What follows belongs to an exercise in optimizing a design on an open flow for small area and a short achievable clock period; a production flow would make more cautious choices. In this exercise RTL edits were held to simulation tests only and were not proved equivalent to the original. No activity file was given, so power comes from the tool's default toggle rates.

**design.v**
```verilog
package neuron_pe_pkg;
	typedef logic signed [32-1:0] pe_word_t;
	typedef logic [$clog2(16)-1:0] wgt_idx_t;
	typedef logic [$clog2(8)-1:0]  in_idx_t;
	typedef logic [$clog2(4)-1:0] out_idx_t;
	typedef logic [2-1:0] pe_cnt_t;
	typedef enum logic [2:0] {
		op_idle    = 3'd0,
		op_load    = 3'd1,
		op_ma      = 3'd2,
		op_mab     = 3'd3,
		op_nop     = 3'd4,
		op_bias    = 3'd5,
		op_act     = 3'd6,
		op_act_clr = 3'd7
	} pe_op_t;
	typedef struct packed {
		pe_op_t op;
		pe_op_t held;
		logic   issue;
		logic   commit;
	} pe_step_t;
endpackage
module op_sequencer
(
	input  logic     clock,
	input  logic     reset,
	input  neuron_pe_pkg::pe_op_t   ctrl,
	output neuron_pe_pkg::pe_step_t step,
	output neuron_pe_pkg::pe_cnt_t  cnt
);
	logic    timed;
	assign timed = !(ctrl == neuron_pe_pkg::op_load || ctrl == neuron_pe_pkg::op_nop);
	always_ff @(posedge clock)
	begin
		if (reset || !timed)
			cnt <= '0;
		else
			cnt <= cnt + neuron_pe_pkg::pe_cnt_t'(1);
	end
	always_ff @(posedge clock)
	begin
		if (step.issue)
			step.held <= ctrl;
	end
	assign step.op     = ctrl;
	assign step.issue  = timed && (cnt == '0);
	assign step.commit = (cnt == neuron_pe_pkg::pe_cnt_t'(3)) && !reset;
endmodule
module weight_store
(
	input  logic     clock,
	input  logic     reset,
	input  neuron_pe_pkg::pe_op_t   ctrl,
	input  neuron_pe_pkg::pe_word_t data_in,
	input  neuron_pe_pkg::pe_step_t step,
	input  neuron_pe_pkg::pe_cnt_t  cnt,
	output logic [7:0] wbyte
);
	neuron_pe_pkg::pe_word_t mem [16];
	neuron_pe_pkg::wgt_idx_t wr_ptr;
	neuron_pe_pkg::wgt_idx_t wr_ptr_nxt;
	logic [16-1:0] rd_hot;
	logic     full;
	logic     load_en;
	logic     is_mult;
	logic     adv;
	neuron_pe_pkg::pe_word_t cur;
	assign load_en = (ctrl == neuron_pe_pkg::op_load) && !full;
	assign is_mult = (step.op == neuron_pe_pkg::op_ma || step.op == neuron_pe_pkg::op_mab || step.op == neuron_pe_pkg::op_bias);
	assign adv     = step.commit && (step.held == neuron_pe_pkg::op_ma || step.held == neuron_pe_pkg::op_mab || step.held == neuron_pe_pkg::op_bias);
	assign wr_ptr_nxt = wr_ptr + neuron_pe_pkg::wgt_idx_t'(1);
	always_ff @(posedge clock)
	begin
		if (reset)
		begin
			wr_ptr <= '0;
			rd_hot <= 16'(1);
			full   <= 1'b0;
		end
		else
		begin
			if (load_en)
			begin
				wr_ptr <= wr_ptr_nxt;
				if (rd_hot[wr_ptr_nxt])
					full <= 1'b1;
			end
			if (adv)
			begin
				rd_hot <= {rd_hot[16-2:0], rd_hot[16-1]};
			end
		end
	end
	always_ff @(posedge clock)
	begin
		if (load_en)
			mem[wr_ptr] <= data_in;
	end
	always_comb
	begin
		cur = '0;
		for (int i = 0; i < 16; i++)
			cur = cur | (mem[i] & {32{rd_hot[i]}});
	end
	always_ff @(posedge clock)
	begin
		if (reset || !is_mult)
			wbyte <= '0;
		else
			wbyte <= cur[8*cnt +: 8];
	end
endmodule
module input_buffer
(
	input  logic     clock,
	input  logic     reset,
	input  neuron_pe_pkg::pe_word_t mul_a,
	input  neuron_pe_pkg::pe_step_t step,
	output neuron_pe_pkg::pe_word_t replay
);
	typedef logic [8-1:0] hot_t;
	neuron_pe_pkg::pe_word_t mem [8];
	neuron_pe_pkg::in_idx_t wr_ptr;
	neuron_pe_pkg::in_idx_t wr_ptr_nxt;
	hot_t    wr_dec;
	hot_t    rd_hot;
	neuron_pe_pkg::in_idx_t start_ptr;
	hot_t    start_dec;
	logic    full;
	logic    rec_en;
	always_ff @(posedge clock)
	begin
		rec_en <= step.issue && (step.op == neuron_pe_pkg::op_ma) && !full;
	end
	assign wr_ptr_nxt = wr_ptr + neuron_pe_pkg::in_idx_t'(1);
	assign wr_dec     = hot_t'(1) << wr_ptr;
	assign start_dec  = hot_t'(1) << start_ptr;
	always_ff @(posedge clock)
	begin
		if (reset)
		begin
			wr_ptr    <= '0;
			rd_hot    <= hot_t'(1);
			start_ptr <= '0;
			full      <= 1'b0;
		end
		else if (step.commit)
		begin
			case (step.held)
				neuron_pe_pkg::op_ma:
				begin
					if (!full)
					begin
						wr_ptr <= wr_ptr_nxt;
						if (rd_hot[wr_ptr_nxt])
							full <= 1'b1;
					end
				end
				neuron_pe_pkg::op_mab:
					rd_hot <= {rd_hot[8-2:0], rd_hot[8-1]};
				neuron_pe_pkg::op_act:
					rd_hot <= start_dec;
				neuron_pe_pkg::op_act_clr:
				begin
					rd_hot    <= wr_dec;
					start_ptr <= wr_ptr;
					full      <= 1'b0;
				end
				default:
				begin
				end
			endcase
		end
	end
	always_ff @(posedge clock)
	begin
		for (int i = 0; i < 8; i++)
			if (rec_en && wr_ptr == i)
				mem[i] <= mul_a;
	end
	always_comb
	begin
		replay = '0;
		for (int i = 0; i < 8; i++)
			replay = replay | (mem[i] & {32{rd_hot[i]}});
	end
endmodule
module mac_unit
(
	input  logic     clock,
	input  logic     reset,
	input  neuron_pe_pkg::pe_word_t data_in,
	input  logic [7:0] wbyte,
	input  neuron_pe_pkg::pe_word_t replay,
	input  neuron_pe_pkg::pe_step_t step,
	output neuron_pe_pkg::pe_word_t acc,
	output neuron_pe_pkg::pe_word_t opnd
);
	typedef logic [31:0] w32_t;
	w32_t mul_a;
	w32_t acc_s;
	w32_t acc_c;
	logic is_act;
	assign is_act = (step.held == neuron_pe_pkg::op_act || step.held == neuron_pe_pkg::op_act_clr);
	always_ff @(posedge clock)
	begin
		if (step.issue)
		begin
			case (step.op)
				neuron_pe_pkg::op_ma:   mul_a <= data_in;
				neuron_pe_pkg::op_mab:  mul_a <= replay;
				neuron_pe_pkg::op_bias: mul_a <= 32'd1;
				default:                mul_a <= '0;
			endcase
		end
		else
			mul_a <= {mul_a[23:0], 8'd0};
	end
	w32_t r0 [10];
	w32_t r1 [7];
	w32_t r2 [5];
	w32_t r3 [4];
	w32_t r4 [3];
	w32_t nxt_s;
	w32_t nxt_c;
	assign r0[0] = acc_s;
	assign r0[1] = acc_c;
	genvar j;
	generate
		for (j = 0; j < 8; j++)
		begin : g_pp
			assign r0[2 + j] = (mul_a << j) & {32{wbyte[j]}};
		end
	endgenerate
	assign r1[0] = r0[0] ^ r0[1] ^ r0[2];
	assign r1[1] = ((r0[0] & r0[1]) | (r0[0] & r0[2]) | (r0[1] & r0[2])) << 1;
	assign r1[2] = r0[3] ^ r0[4] ^ r0[5];
	assign r1[3] = ((r0[3] & r0[4]) | (r0[3] & r0[5]) | (r0[4] & r0[5])) << 1;
	assign r1[4] = r0[6] ^ r0[7] ^ r0[8];
	assign r1[5] = ((r0[6] & r0[7]) | (r0[6] & r0[8]) | (r0[7] & r0[8])) << 1;
	assign r1[6] = r0[9];
	assign r2[0] = r1[0] ^ r1[1] ^ r1[2];
	assign r2[1] = ((r1[0] & r1[1]) | (r1[0] & r1[2]) | (r1[1] & r1[2])) << 1;
	assign r2[2] = r1[3] ^ r1[4] ^ r1[5];
	assign r2[3] = ((r1[3] & r1[4]) | (r1[3] & r1[5]) | (r1[4] & r1[5])) << 1;
	assign r2[4] = r1[6];
	assign r3[0] = r2[0] ^ r2[1] ^ r2[2];
	assign r3[1] = ((r2[0] & r2[1]) | (r2[0] & r2[2]) | (r2[1] & r2[2])) << 1;
	assign r3[2] = r2[3];
	assign r3[3] = r2[4];
	assign r4[0] = r3[0] ^ r3[1] ^ r3[2];
	assign r4[1] = ((r3[0] & r3[1]) | (r3[0] & r3[2]) | (r3[1] & r3[2])) << 1;
	assign r4[2] = r3[3];
	assign nxt_s = r4[0] ^ r4[1] ^ r4[2];
	assign nxt_c = ((r4[0] & r4[1]) | (r4[0] & r4[2]) | (r4[1] & r4[2])) << 1;
	always_ff @(posedge clock)
	begin
		if (reset || (step.commit && is_act))
		begin
			acc_s <= '0;
			acc_c <= '0;
		end
		else
		begin
			acc_s <= nxt_s;
			acc_c <= nxt_c;
		end
	end
	logic [31:0] bk_g [6];
	logic [31:0] bk_p [6];
	logic [31:0] bk_c;
	always_comb
	begin
		bk_g[0] = acc_s & acc_c;
		bk_p[0] = acc_s ^ acc_c;
		for (int l = 1; l <= 5; l++)
		begin
			bk_g[l] = bk_g[l-1];
			bk_p[l] = bk_p[l-1];
			for (int i = 0; i < 32; i++)
				if ((i % (1 << l)) == (1 << l) - 1)
				begin
					bk_g[l][i] = bk_g[l-1][i] | (bk_p[l-1][i] & bk_g[l-1][i - (1 << (l-1))]);
					bk_p[l][i] = bk_p[l-1][i] & bk_p[l-1][i - (1 << (l-1))];
				end
		end
		bk_c = bk_g[5];
		for (int l = 4; l >= 1; l--)
			for (int i = 0; i < 32; i++)
				if ((i % (1 << l)) == (1 << (l-1)) - 1 && i >= (1 << l))
					bk_c[i] = bk_g[l-1][i] | (bk_p[l-1][i] & bk_c[i - (1 << (l-1))]);
		for (int i = 2; i < 32; i += 2)
			bk_c[i] = bk_g[0][i] | (bk_p[0][i] & bk_c[i-1]);
	end
	assign acc = bk_p[0] ^ {bk_c[30:0], 1'b0};
	assign opnd = mul_a;
endmodule
module output_buffer
(
	input  logic     clock,
	input  logic     reset,
	input  neuron_pe_pkg::pe_step_t step,
	input  logic     output_ctrl,
	input  neuron_pe_pkg::pe_word_t acc,
	output neuron_pe_pkg::pe_word_t data_out
);
	neuron_pe_pkg::pe_word_t mem [4];
	neuron_pe_pkg::out_idx_t wr_ptr;
	neuron_pe_pkg::out_idx_t wr_ptr_nxt;
	logic [4-1:0] rd_hot;
	logic     full;
	logic     push;
	logic     pop;
	assign push = step.commit && (step.held == neuron_pe_pkg::op_act || step.held == neuron_pe_pkg::op_act_clr) && !full;
	assign pop  = step.commit && (step.held == neuron_pe_pkg::op_idle) && output_ctrl;
	assign wr_ptr_nxt = wr_ptr + neuron_pe_pkg::out_idx_t'(1);
	always_ff @(posedge clock)
	begin
		if (reset)
		begin
			wr_ptr <= '0;
			rd_hot <= 4'(1);
			full   <= 1'b0;
		end
		else
		begin
			if (push)
			begin
				wr_ptr <= wr_ptr_nxt;
				if (rd_hot[wr_ptr_nxt])
					full <= 1'b1;
			end
			if (pop)
				rd_hot <= {rd_hot[4-2:0], rd_hot[4-1]};
		end
	end
	always_ff @(posedge clock)
	begin
		if (push)
			mem[wr_ptr] <= acc;
	end
	always_comb
	begin
		data_out = '0;
		for (int i = 0; i < 4; i++)
			data_out = data_out | (mem[i] & {32{rd_hot[i]}});
	end
endmodule
module neuron_pe
(
	input  logic     clock,
	input  logic     reset,
	input  logic [2:0]  ctrl,
	input  logic        output_ctrl,
	input  logic [31:0] data_in,
	output logic [31:0] data_out,
	output logic     data_out_valid
);
	neuron_pe_pkg::pe_op_t   ctrl_op;
	neuron_pe_pkg::pe_step_t step;
	neuron_pe_pkg::pe_cnt_t  cnt;
	logic [7:0]              wbyte;
	neuron_pe_pkg::pe_word_t replay;
	neuron_pe_pkg::pe_word_t acc;
	neuron_pe_pkg::pe_word_t opnd;
	assign ctrl_op = neuron_pe_pkg::pe_op_t'(ctrl);
	assign data_out_valid = output_ctrl && (ctrl_op == neuron_pe_pkg::op_idle);
	op_sequencer i_op_sequencer (
		.clock (clock),
		.reset (reset),
		.ctrl  (ctrl_op),
		.step  (step),
		.cnt   (cnt)
	);
	weight_store i_weight_store (
		.clock   (clock),
		.reset   (reset),
		.ctrl    (ctrl_op),
		.data_in (data_in),
		.step    (step),
		.cnt     (cnt),
		.wbyte   (wbyte)
	);
	input_buffer i_input_buffer (
		.clock   (clock),
		.reset   (reset),
		.mul_a   (opnd),
		.step    (step),
		.replay  (replay)
	);
	mac_unit i_mac_unit (
		.clock   (clock),
		.reset   (reset),
		.data_in (data_in),
		.wbyte   (wbyte),
		.replay  (replay),
		.step    (step),
		.acc     (acc),
		.opnd    (opnd)
	);
	output_buffer i_output_buffer (
		.clock       (clock),
		.reset       (reset),
		.step        (step),
		.output_ctrl (output_ctrl),
		.acc         (acc),
		.data_out    (data_out)
	);
endmodule
```
**flow/run.sh**
```bash
#!/bin/bash
# Layout flow: the standard layout (standard.sh, ORFS), with
# - the pins of the combinational input-to-output path placed next to each
#   other (flow/io_group.tcl, run just before ORFS places the pins);
# - plain buffers (buf_1) as the port buffers, which the resizer then sizes,
#   instead of the delay cells buffer_ports picks by default.
set -euo pipefail
here=$(pwd)
cts="-sink_clustering_enable -repair_clock_nets -buf_list sky130_fd_sc_hd__clkbuf_8 -dont_use_dummy_load"
bash standard.sh finish \
	PRE_IO_PLACEMENT_TCL="$here/flow/io_group.tcl" \
	CTS_ARGS="$cts" \
	BUFFER_PORTS_ARGS="-inputs -outputs -buffer_cell sky130_fd_sc_hd__buf_1" \
	> "$here/standard.log" 2>&1
```
**flow/io_group.tcl**
```tcl
# The only input-to-output path, ctrl and output_ctrl to data_out_valid,
# is purely combinational; keep its five pins next to each other so that
# their port buffers and the gate between them sit together.
set_io_pin_constraint -group -order -pin_names {ctrl[0] ctrl[1] ctrl[2] output_ctrl data_out_valid}
```
**standard.sh**
```bash
#!/bin/bash
# synth_recipe.tcl (not shown) runs the flow's synth.tcl, then flattens the netlist and writes it again
# the make line also repeats each setting of config.mk as NAME=value (left out here)
make -C /OpenROAD-flow-scripts/flow DESIGN_CONFIG=/design/flow/config.mk WORK_HOME=/design/flow/orfs CLKGATE_MAP_FILE= SYNTH_SCRIPT=/design/flow/synth_recipe.tcl "${@:-finish}"
```
**config.mk**
```make
export PLATFORM = sky130hd
export DESIGN_NAME = neuron_pe
export DESIGN_NICKNAME = neuron_pe
export VERILOG_FILES = /design/flow/design.v
export SDC_FILE = /design/flow/constraint.sdc
export NUM_CORES = 4
export LEC_CHECK = 0
export CAP_MARGIN = 20
export CORE_MARGIN = 2
export CORE_UTILIZATION = 40
export CTS_BUF_LIST = sky130_fd_sc_hd__clkbuf_8
export CTS_CLUSTER_DIAMETER = 50
export CTS_CLUSTER_SIZE = 20
export SETUP_SLACK_MARGIN = 4.5
export SLEW_MARGIN = 20
export TNS_END_PERCENT = 1
```
**constraint.sdc**
```tcl
create_clock -name core_clock -period 8.0 [get_ports {clock}]
set_input_delay 1.6000 -clock core_clock [delete_from_list [all_inputs] [get_ports {clock}]]
set_output_delay 1.6000 -clock core_clock [all_outputs]
set_load 0.01 [all_outputs]
```
==> results.sh, run 1 <==
export IMPL_die_h_um=339
export IMPL_power_density_nw_per_um2=203
export IMPL_post_dp_hpwl_um=68500
export IMPL_timing_final_crit_share=0.462
export IMPL_vias_per_cell=5.71
export IMPL_gr_total_overflow=0
export IMPL_drive_above_1_share=0.117
export IMPL_hold_class="reg -> reg"
export IMPL_critPathBufInv=2
export IMPL_final_max_slew_viol_count=0
export IMPL_worstPathRequired_ns=6.40
export IMPL_antenna_found_initial=9
export IMPL_crit_slowest_cell="nor4b_4"
export IMPL_drt_total_wl_um=119000
export IMPL_wl_per_cell_um=26.0
export IMPL_r2r_start="i_mac_unit.mul_a[5]$_SDFF_PN0_"
export IMPL_gp_congestion=0.798
export IMPL_register_area_um2=30000
export IMPL_grt_pass1_wl_um=177000
export IMPL_synthToLayoutAreaGrowth_pct=10.8
export IMPL_synth_edf_count=899
export IMPL_drc=0
export IMPL_clk_pin_slew_ns=0.05
export IMPL_ant_nets=0
export IMPL_final_setup_worst_slack_ns=4.30
export IMPL_worst_setup_path_start_kind="input port"
export IMPL_path_cells="buf_8 > nor4b_4 > buf_2"
export IMPL_syn_nets=3265
export IMPL_avgSynthCellArea_um2=15.2
export IMPL_critPathMaxFanout=2
export IMPL_numPortBuffers=70
export IMPL_crit_arrival_ns=2.10
export IMPL_initial_utilization=0.404
export IMPL_critPathLaunch="ctrl[1]"
export IMPL_htreeDepth=4
export IMPL_clkSinkCount=1044
export IMPL_dp_slack_ns=3.45
export IMPL_syn_cell_area_um2=44800
export IMPL_tightest_slew_ns=1.19
export IMPL_finalSetupViolCount=0
export IMPL_status="no timing/DRC/antenna violations"
export IMPL_seq_area_frac_synth=0.667
export IMPL_period_minus_slack_ns=3.70
export IMPL_drt_pass1_iter_count=8
export IMPL_power_frac_comb=0.037
export IMPL_worst_path_largest_cell_delay_ns=0.24
export IMPL_peakVddDrop_mv=0.149
export IMPL_p_switching_mw=2.18
export IMPL_p_leak_nw=16.2
export IMPL_cts_buffers=168
export IMPL_yosysWarningCount=16
export IMPL_synth_cell_types=60
export IMPL_rsz0062_at_grt="true"
export IMPL_grtUsageTotal=0.207
export IMPL_crit_path_end_kind="output pin"
export IMPL_async_reset_ff_frac=0
export IMPL_grt_max_degree=51
export IMPL_fp_dieW_um=339
export IMPL_synth_seq_cells=1044
export IMPL_clkLatencyLatePin_ns=0.90
export IMPL_final_net_count=3419
export IMPL_fillers=9773
export IMPL_hp_start="i_input_buffer.full$_SDFFE_PP0P_"
export IMPL_crit_type="in -> out"
export IMPL_clockBufferDepth=3
export IMPL_power_total_mw=10.1
export IMPL_dr_total_vias=26200
export IMPL_cts_tree="built"
export IMPL_max_freq_mhz=270
export IMPL_fin_skew_ns=0.152
export IMPL_synth_flop_cell="edfxtp_1"
export IMPL_multi_input_area_um2=13800
export IMPL_power_frac_seq=0.596
export IMPL_holdWs_ns=0.454
export IMPL_finalSetupTns_ns=0
export IMPL_grt_pass1_vias=27300
export IMPL_cpLargestDelayFamily="buffers and inverters"
export IMPL_max_slew_margin=0.188
export IMPL_core_area_um2=111000
export IMPL_netSwitchingFraction=0.216
export IMPL_io_pins=71
export IMPL_hold_violations=0
export IMPL_clock_power_share=0.367
export IMPL_intPower_mw=7.90
export IMPL_root_buffer="clkbuf_8"
export IMPL_cap_violations=0
export IMPL_rows=122
export IMPL_drt_iter0_drc=2687
export IMPL_synthCells=2946
export IMPL_dieArea_um2=115000
==> per-stage QoR <==
stage,instance area (um^2),util,cells
global placement,46900,0.423,4402
floorplan,44900,-,2946
global route,49700,0.448,4589
detailed placement,46900,0.423,4403
finish,49700,0.448,4590
CTS,49300,0.445,4573
==> logic make-up after synthesis <==
| family | Yosys count | share of synthesized area |
|---|---|---|
| adders and majority gates | 281 | 0.116 |
| DFF | 1044 | 0.667 |
| AOI/OAI and AO/OA | 610 | 0.101 |
| and+or+nand+nor | 611 | 0.0684 |
| muxes | 34 | 0.00985 |
| xor gates and xnor gates | 38 | 0.00742 |
| buffers and inverters | 328 | 0.0304 |
==> power by group through the flow <==
stage | logic (mW) | clock network, mW | registers [mW]
after floorplan | 0.187 | 0 | 6.08
after global placement | 0.347 | 0 | 6.11
after detailed placement | 0.351 | 0 | 6.11
after CTS | 0.355 | 3.77 | 6.00
after global routing | 0.409 | 3.97 | 6.00
final | 0.374 | 3.70 | 6.00
==> cell type report <==
cell class / count / share of cell area
Sequential cell: 1044 / 0.603
Multi-Input combinational cell: 1574 / 0.278
Clock buffer: 168 / 0.0465
Tap cell: 1488 / 0.0375
Timing Repair Buffer: 154 / 0.0228
Inverter: 158 / 0.0119
Antenna cell: 4 / 0.000201
==> layout by cell type (no fill, tap or decap), types with 21 or more instances in the layout <==
master    instances
and2_1          199
clkbuf_8        168
edfxtp_1        899
fa_1            222
mux2i_1          25
o21ai_0          27
a221oi_1         31
nand4_1          34
a222oi_1         32
a22o_1           31
xnor2_1          21
buf_1            62
buf_4            67
nand3_1          40
ha_1             56
inv_1           158
a21oi_1          61
a31oi_1          41
nand2_1         128
dfxtp_1          97
a22oi_1         331
nor2_1          140
dfxtp_2          38
==> final timing paths <==
kind / to / slack [ns] / depth (start not counted)
max: data_out_valid / 4.30 / 3
max reg2reg: i_mac_unit.acc_s[10]$_SDFF_PP0_ / 4.41 / 9
min: i_input_buffer.rec_en$_DFF_P_ / 0.45 / 1
min reg2reg: i_input_buffer.rec_en$_DFF_P_ / 0.45 / 1
==> state kept, by name, summed over array words and instances, names as in the netlist, 8 cells and up <==
register               cells
i_weight_store.mem       512
i_input_buffer.mem       256
i_output_buffer.mem      128
i_mac_unit.acc_s          32
i_mac_unit.mul_a          32
i_mac_unit.acc_c          27
i_weight_store.rd_hot     16
i_input_buffer.rd_hot      8
i_weight_store.wbyte       8
==> repair_timing <==
action,in CTS,in global routing
cloned,0,4
resized for setup,34,53
setup endpoints to repair,114,105
buffers inserted,2,7
hold buffers,0,0
pin swaps,1,8
==> synth_stat cells (32+ instances only) <==
| master | count | area [um^2] |
|---|---|---|
| a21oi_1 | 62 | 310 |
| a222oi_1 | 32 | 320 |
| a22oi_1 | 331 | 2480 |
| a31oi_1 | 41 | 257 |
| and2_1 | 212 | 1330 |
| buf_2 | 61 | 305 |
| clkbuf_1 | 96 | 360 |
| dfxtp_1 | 145 | 2900 |
| edfxtp_1 | 899 | 27000 |
| fa_1 | 225 | 4500 |
| ha_1 | 56 | 701 |
| inv_1 | 158 | 593 |
| nand2_1 | 130 | 488 |
| nand3_1 | 40 | 200 |
| nand4_1 | 34 | 213 |
| nor2_1 | 154 | 578 |
==> layer usage <==
metal / vias up / global-route usage / share of wire
met5: - / 0 / 0
met4: 0 / 0.0656 / 0.024
met3: 187 / 0.0362 / 0.079
met2: 1101 / 0.333 / 0.47
met1: 13600 / 0.287 / 0.42
li1: 11300 / - / -
==> inputs of run 2 (changes only) <==
--- a/flow/run.sh
+++ b/flow/run.sh
@@ -7,5 +7,5 @@
 set -euo pipefail
 here=$(pwd)
-cts="-sink_clustering_enable -repair_clock_nets -buf_list sky130_fd_sc_hd__clkbuf_8 -dont_use_dummy_load"
+cts="-sink_clustering_enable -repair_clock_nets -sink_clustering_size 20 -sink_clustering_max_diameter 50 -buf_list sky130_fd_sc_hd__clkbuf_8 -dont_use_dummy_load"
 bash standard.sh finish \
 	PRE_IO_PLACEMENT_TCL="$here/flow/io_group.tcl" \
==> run 2 against run 1 <==
  * Via count decreased by 1.6%
  * Final cell count fell by 1.7%
  * Register-to-register slack barely moved
  * Wire length down 1.7%
  * Global-route usage is 0.28 points lower
  * Non-clock buffer count is 7 lower
==> results.sh, run 2 <==
export IMPL_tightest_slew_ns=1.18
export IMPL_grt_max_degree=51
export IMPL_p_leak_nw=15.6
export IMPL_synth_seq_cells=1044
export IMPL_register_area_um2=30000
export IMPL_synth_largest_area_cell="edfxtp_1"
export IMPL_synth_edf_count=899
export IMPL_avgSynthCellArea_um2=15.2
export IMPL_drt_iter0_drc=2741
export IMPL_root_buffer="clkbuf_8"
export IMPL_yosysMostFrequentCell="edfxtp_1"
export IMPL_clk_pin_slew_ns=0.06
export IMPL_status="no timing/DRC/antenna violations"
export IMPL_largest_reg_flops=512
export IMPL_critPathMaxFanout=3
export IMPL_crit_slowest_cell="nor4b_4"
export IMPL_core_area_um2=111000
export IMPL_initial_utilization=0.404
export IMPL_synthCells=2946
export IMPL_rows=122
export IMPL_most_common_layout_cells="899 x edfxtp_1, 331 x a22oi_1, 224 x fa_1"
export IMPL_cts_tree="built"
export IMPL_wl_per_cell_um=26.0
export IMPL_grt_pass1_vias=26700
export IMPL_grt_pass1_wl_um=175000
export IMPL_hold_class="reg -> reg"
export IMPL_final_net_count=3338
export IMPL_finalSetupTns_ns=0
export IMPL_period_minus_slack_ns=3.71
export IMPL_gp_congestion=0.798
export IMPL_dieArea_um2=115000
export IMPL_cpLargestDelayFamily="buffers and inverters"
export IMPL_worstPathRequired_ns=6.40
export IMPL_final_max_slew_viol_count=0
export IMPL_crit_type="in -> out"
export IMPL_top_register="i_weight_store.mem"
export IMPL_drt_pass1_iter_count=6
export IMPL_async_reset_ff_frac=0
export IMPL_cts_buffers=94
export IMPL_timing_final_crit_share=0.463
export IMPL_power_density_nw_per_um2=187
export IMPL_die_h_um=339
export IMPL_layout_commonest_cell="edfxtp_1"
export IMPL_syn_nets=3265
export IMPL_dr_total_vias=25800
export IMPL_seq_area_frac_synth=0.667
export IMPL_clockBufferDepth=3
export IMPL_vias_per_cell=5.71
export IMPL_finalCoreUtilization=0.437
export IMPL_path_cells="buf_8 > nor4b_4 > buf_2"
export IMPL_post_dp_hpwl_um=68500
export IMPL_critPathBufInv=2
export IMPL_yosysWarningCount=16
export IMPL_synth_top_area_share=0.602
export IMPL_synth_flop_cell="edfxtp_1"
export IMPL_worst_path_largest_cell_delay_ns=0.24
export IMPL_hold_violations=0
export IMPL_top_regs="i_weight_store.mem (512), i_input_buffer.mem (256), i_output_buffer.mem (128)"
export IMPL_synthToLayoutAreaGrowth_pct=8.16
export IMPL_clkSinkCount=1044
export IMPL_netlist_top_cells_count="899 x edfxtp_1, 331 x a22oi_1, 225 x fa_1"
export IMPL_drc=0
export IMPL_finalSetupViolCount=0
export IMPL_drive_above_1_share=0.0918
export IMPL_crit_arrival_ns=2.11
export IMPL_syn_cell_area_um2=44800
export IMPL_drt_total_wl_um=117000
export IMPL_ys_top_cells_by_area="edfxtp_1 60%, fa_1 10%, dfxtp_1 6.5%, a22oi_1 5.5%, and2_1 3.0%"
export IMPL_fillers=9875
export IMPL_peakVddDrop_mv=0.119
export IMPL_gr_total_overflow=0
export IMPL_max_slew_margin=0.212
export IMPL_io_pins=71
export IMPL_ant_nets=0
export IMPL_cap_violations=0
export IMPL_grtUsageTotal=0.204
export IMPL_worst_setup_path_start_kind="input port"
export IMPL_htreeDepth=3
export IMPL_multi_input_area_um2=13800
export IMPL_numPortBuffers=70
export IMPL_clkLatencyLatePin_ns=0.78
export IMPL_fp_dieW_um=339
export IMPL_crit_path_end_kind="output pin"
export IMPL_max_freq_mhz=270
export IMPL_rsz0062_at_grt="true"
export IMPL_postCtsHoldBufs=0
export IMPL_fin_skew_ns=0.117
export IMPL_synth_cell_types=60
export IMPL_antenna_found_initial=8
-- run 2: layout make-up --
class	instances	share of cell area
Sequential cell	1044	0.618
Multi-Input combinational cell	1574	0.284
Tap cell	1488	0.0384
Clock buffer	94	0.0267
Timing Repair Buffer	147	0.0205
Inverter	158	0.0122
Antenna cell	5	0.000258
-- run 2: timing repair --
item                       in CTS  in global routing
gates cloned                    0                  1
setup buffers                   4                  1
pin swaps                       1                  8
setup endpoints to repair     119                104
gates resized for setup        33                 37
-- run 2: power breakdown --
| group | switching [mW] | internal, mW |
|---|---|---|
| registers | 0.0559 | 5.93 |
| logic | 0.257 | 0.106 |
| clock network | 1.66 | 1.04 |
-- run 2: stage by stage --
step	power [mW]	setup WS (ns)	instance area, um^2	cells	hold WS [ns]
after floorplan	6.27	4.28	44900	2946	0.427
after global placement	6.46	3.54	46900	4402	0.448
after detailed placement	6.46	3.45	46900	4403	0.451
after CTS	9.09	4.29	48300	4501	0.462
after global routing	9.33	4.25	48500	4508	0.493
final	9.05	4.29	48500	4510	0.455
-- run 2: worst register-to-register path: stages (launching register included) --
cell and delay [ns]:
dfxtp_4 0.36, buf_12 0.15, and2_4 0.17, fa_1 0.51, inv_2 0.05, fa_1 0.50
fa_1 0.54, inv_1 0.05, fa_2 0.32, xor2_1 0.15, xnor2_1 0.17, xnor2_1 0.16
xnor2_1 0.16, xnor2_1 0.14, nor2_1 0.05
-- run 2: worst paths after layout --
| path | startpoint | to | slack, ns | depth (start not counted) |
|---|---|---|---|---|
| max | ctrl[1] | data_out_valid | 4.29 | 3 |
| min | i_input_buffer.full$_SDFFE_PP0P_ | i_input_buffer.rec_en$_DFF_P_ | 0.46 | 1 |
| max reg2reg | i_weight_store.wbyte[0]$_SDFF_PP0_ | i_mac_unit.acc_s[31]$_SDFF_PP0_ | 4.41 | 14 |
| min reg2reg | i_input_buffer.full$_SDFFE_PP0P_ | i_input_buffer.rec_en$_DFF_P_ | 0.46 | 1 |
-- run 2: layer usage --
| layer | track usage | vias up | routed length (um) |
|---|---|---|---|
| met5 | 0 | - | 0 |
| met4 | 0.0500 | 0 | 2240 |
| met3 | 0.0277 | 145 | 8690 |
| met2 | 0.333 | 1021 | 56200 |
| met1 | 0.290 | 13500 | 50100 |
| li1 | - | 11100 | - |
-- run 2: cells by family (layout without fill, tap and decap cells) --
kind of cell / after synthesis / count (layout) / share of synthesized area
fa+ha+maj: 281 / 281 / 0.116
other cells: 0 / 5 / 0
flops: 1044 / 1044 / 0.667
mux: 34 / 34 / 0.00985
compound gates: 610 / 610 / 0.101
simple gates: 611 / 611 / 0.0684
xor+xnor: 38 / 38 / 0.00742
buf+inv: 328 / 399 / 0.0304

what the ideal ports hide:
The results above use ideal ports. As a check the final layouts listed here were re-extracted and re-timed, cells and wires unchanged.
Step 1 (the two cells are an assumption about what drives the block):
set clk [get_ports {clock}]
set_driving_cell -lib_cell sky130_fd_sc_hd__clkbuf_16 $clk
set_driving_cell -lib_cell sky130_fd_sc_hd__buf_2 [delete_from_list [all_inputs] $clk]
Step 2 also shifts input and output timing later by t, the mid clock arrival at the registers, as if the neighbouring blocks saw the same clock.
Slacks: no drivers / after step 1 / after step 2; pairs: no drivers / after step 1.
run | t (ns) | slack for setup (ns) | worst hold slack (ns) | worst setup path after step 2 | cell pins on the clock port's net
run 1 | 0.893 | 4.301 / 4.263 / 3.586 | 0.454 / 0.454 / 0.454 | input to register | 1
run 2 | 0.789 | 4.295 / 4.257 / 3.763 | 0.455 / 0.455 / 0.455 | input to register | 1
After both steps every run listed still meets setup and hold. For run 1, which loses most, drivers alone change the setup slack by -0.038 ns; drivers and shift together by -0.715 ns.
